This design comes from an exercise in tuning for small area on the open sky130 flow, not from production work.
Function was checked by simulation only, so behaviour that the tests miss may differ from the original.
Power and IR drop assume default switching activity.

==> module mc_fifo, before the edit <==
module mc_fifo #(
    parameter int NUM_CHANNELS      = 4,
    parameter int BUFFER_SIZE       = 16,
    parameter int DATA_WIDTH        = 32,
    parameter int ALMOST_FULL_LEVEL = 14,
    localparam int LEVEL_WIDTH      = $clog2(BUFFER_SIZE + 1)
) (
    input  logic                                clock,
    input  logic                                rst_n,
    input  logic [NUM_CHANNELS*DATA_WIDTH-1:0]  data_in,
    input  logic [NUM_CHANNELS-1:0]             data_in_valid,
    output logic [NUM_CHANNELS-1:0]             data_in_full,
    output logic [NUM_CHANNELS-1:0]             data_in_almost_full,
    output logic [NUM_CHANNELS*DATA_WIDTH-1:0]  data_out,
    output logic [NUM_CHANNELS-1:0]             data_out_valid,
    input  logic [NUM_CHANNELS-1:0]             data_out_ack,
    input  logic [NUM_CHANNELS-1:0]             flush,
    output logic [NUM_CHANNELS*LEVEL_WIDTH-1:0] level,
    output logic [NUM_CHANNELS-1:0]             overflow
);
    localparam logic [LEVEL_WIDTH-1:0] LVL_FULL = LEVEL_WIDTH'(BUFFER_SIZE);
    localparam logic [LEVEL_WIDTH-1:0] LVL_AF   = LEVEL_WIDTH'(ALMOST_FULL_LEVEL);
    localparam bit                     LVL_POW2 = (BUFFER_SIZE == (1 << (LEVEL_WIDTH - 1)));
    for (genvar c = 0; c < NUM_CHANNELS; c++) begin : g_ch
        logic [DATA_WIDTH-1:0]  mem [BUFFER_SIZE];
        logic [LEVEL_WIDTH-1:0] lvl_q;
        logic [LEVEL_WIDTH-1:0] lvl_d;
        logic                   ovf_q;
        logic                   full;
        logic                   valid;
        logic                   push;
        logic                   pop;
        logic [BUFFER_SIZE-1:0] sel;
        logic [DATA_WIDTH-1:0]  head;
        if (LVL_POW2) begin : g_full_top
            assign full = lvl_q[LEVEL_WIDTH-1];
        end else begin : g_full_cmp
            assign full = (lvl_q == LVL_FULL);
        end
        assign valid = (lvl_q != '0);
        assign push = data_in_valid[c] & ~full & ~flush[c];
        assign pop  = valid & data_out_ack[c] & ~flush[c];
        logic up;
        logic dn;
        assign up = push & ~pop;
        assign dn = pop & ~push;
        always_comb begin
            if (flush[c])
                lvl_d = '0;
            else
                lvl_d = lvl_q + {{(LEVEL_WIDTH-1){dn}}, up | dn};
        end
        always_ff @(posedge clock or negedge rst_n) begin
            if (!rst_n) begin
                lvl_q <= '0;
                ovf_q <= 1'b0;
            end else begin
                lvl_q <= lvl_d;
                if (flush[c])
                    ovf_q <= 1'b0;
                else if (data_in_valid[c] && full)
                    ovf_q <= 1'b1;
            end
        end
        always_ff @(posedge clock) begin
            if (push) begin
                mem[0] <= data_in[c*DATA_WIDTH +: DATA_WIDTH];
                for (int i = 1; i < BUFFER_SIZE; i++)
                    mem[i] <= mem[i-1];
            end
        end
        mc_fifo_dec #(
            .BUFFER_SIZE(BUFFER_SIZE),
            .LEVEL_WIDTH(LEVEL_WIDTH)
        ) u_dec (
            .lvl(lvl_q),
            .sel(sel)
        );
        for (genvar b = 0; b < DATA_WIDTH; b++) begin : g_bit
            logic [BUFFER_SIZE-1:0] col;
            for (genvar i = 0; i < BUFFER_SIZE; i++) begin : g_row
                assign col[i] = mem[i][b];
            end
            mc_fifo_ohmux #(.N(BUFFER_SIZE)) u_mux (
                .sel(sel),
                .d  (col),
                .y  (head[b])
            );
        end
        assign data_out[c*DATA_WIDTH +: DATA_WIDTH] = head;
        assign level[c*LEVEL_WIDTH +: LEVEL_WIDTH]  = lvl_q;
        assign data_in_full[c]                      = full;
        assign data_in_almost_full[c]               = (lvl_q >= LVL_AF);
        assign data_out_valid[c]                    = valid;
        assign overflow[c]                          = ovf_q;
    end
endmodule
export LEC_CHECK = 0
export CAP_MARGIN = 20
export CORE_MARGIN = 2
export CORE_UTILIZATION = 80
export SLEW_MARGIN = 20
export SYNTH_HIERARCHICAL = 1
export SYNTH_MINIMUM_KEEP_SIZE = 0
create_clock -name core_clock -period 6.0 [get_ports {clock}]
standard.sh (not shown) runs the stock make flow with config.mk's settings and CLKGATE_MAP_FILE= SYNTH_SCRIPT=/design/flow/synth_recipe.tcl, a recipe that flattens the netlist after the stock synthesis.
==> flow/flow/run.sh <==
#!/bin/bash
# Layout flow: the standard ORFS flow with three changes that only affect
# buffering:
#  - port buffers use the smallest buffer cell (every port still gets one);
#  - CTS uses small clock buffers with larger sink clusters, and inserts no
#    dummy loads.
# The full output of the flow goes to flow_standard.log in this folder; ORFS
# keeps each step's own log under orfs/logs.
set -euo pipefail
export BUFFER_PORTS_ARGS="-buffer_cell sky130_fd_sc_hd__buf_1"
export CTS_ARGS="-sink_clustering_enable -repair_clock_nets -dont_use_dummy_load -buf_list {sky130_fd_sc_hd__clkbuf_8} -sink_clustering_size 18 -sink_clustering_max_diameter 60"
bash standard.sh finish > flow_standard.log 2>&1
Edit:
--- a/flow/design.v
+++ b/flow/design.v
@@ -41,13 +41,21 @@
         assign push = data_in_valid[c] & ~full & ~flush[c];
         assign pop  = valid & data_out_ack[c] & ~flush[c];
-        logic up;
-        logic dn;
+        logic                   up;
+        logic                   dn;
+        logic [LEVEL_WIDTH-1:0] cu;
+        logic [LEVEL_WIDTH-1:0] cd;
         assign up = push & ~pop;
         assign dn = pop & ~push;
         always_comb begin
+            cu[0] = up;
+            cd[0] = dn;
+            for (int i = 1; i < LEVEL_WIDTH; i++) begin
+                cu[i] = cu[i-1] & lvl_q[i-1];
+                cd[i] = cd[i-1] & ~lvl_q[i-1];
+            end
             if (flush[c])
                 lvl_d = '0;
             else
-                lvl_d = lvl_q + {{(LEVEL_WIDTH-1){dn}}, up | dn};
+                lvl_d = lvl_q ^ (cu | cd);
         end
         always_ff @(posedge clock or negedge rst_n) begin
After rerunning: Global-route usage decreases by 0.49 points; wire length decreases by 2.4%; first-iteration DRC count decreases by 3.0%; clock skew decreases by 7.3 ps; power decreases by 13%; die area is about the same; clock-buffer cell count decreases by 1; sequential share of layout area increases by 0.32 points; synthesized cell count decreases by 0.36%; register-to-register slack improves by 450 ps; worst setup slack degrades by 12 ps; clock power decreases by about 0.7%; hold slack improves by 14 ps.

-- separate check: timing with driven ports --
No port has a modelled driver above. Below, the same layouts with a new extraction and two added sets of constraints. Step 1 sets driving cells, clkbuf_16 on the clock port and buf_2 on the other inputs (assumed; they add their load-dependent delay and slew). Step 2 times the ports against the registers' clock, not the clock port: input delays grow and output delays shrink by t, the midpoint of the rising clock arrivals with the driver on. a / b / c = no drivers / after step 1 / after step 2; a / b = the first two.
| run | shift t [ns] | slack for setup (ns) | worst setup path at the end | worst register clock-pin slew, ns |
|---|---|---|---|---|
| the first run | 0.941 | 1.007 / 0.932 / 1.309 | input to register | 0.11 / 0.11 |
| the second run | 0.911 | 0.995 / 0.922 / 1.833 | register to output | 0.12 / 0.12 |
After both steps setup and hold are still met in every run listed.
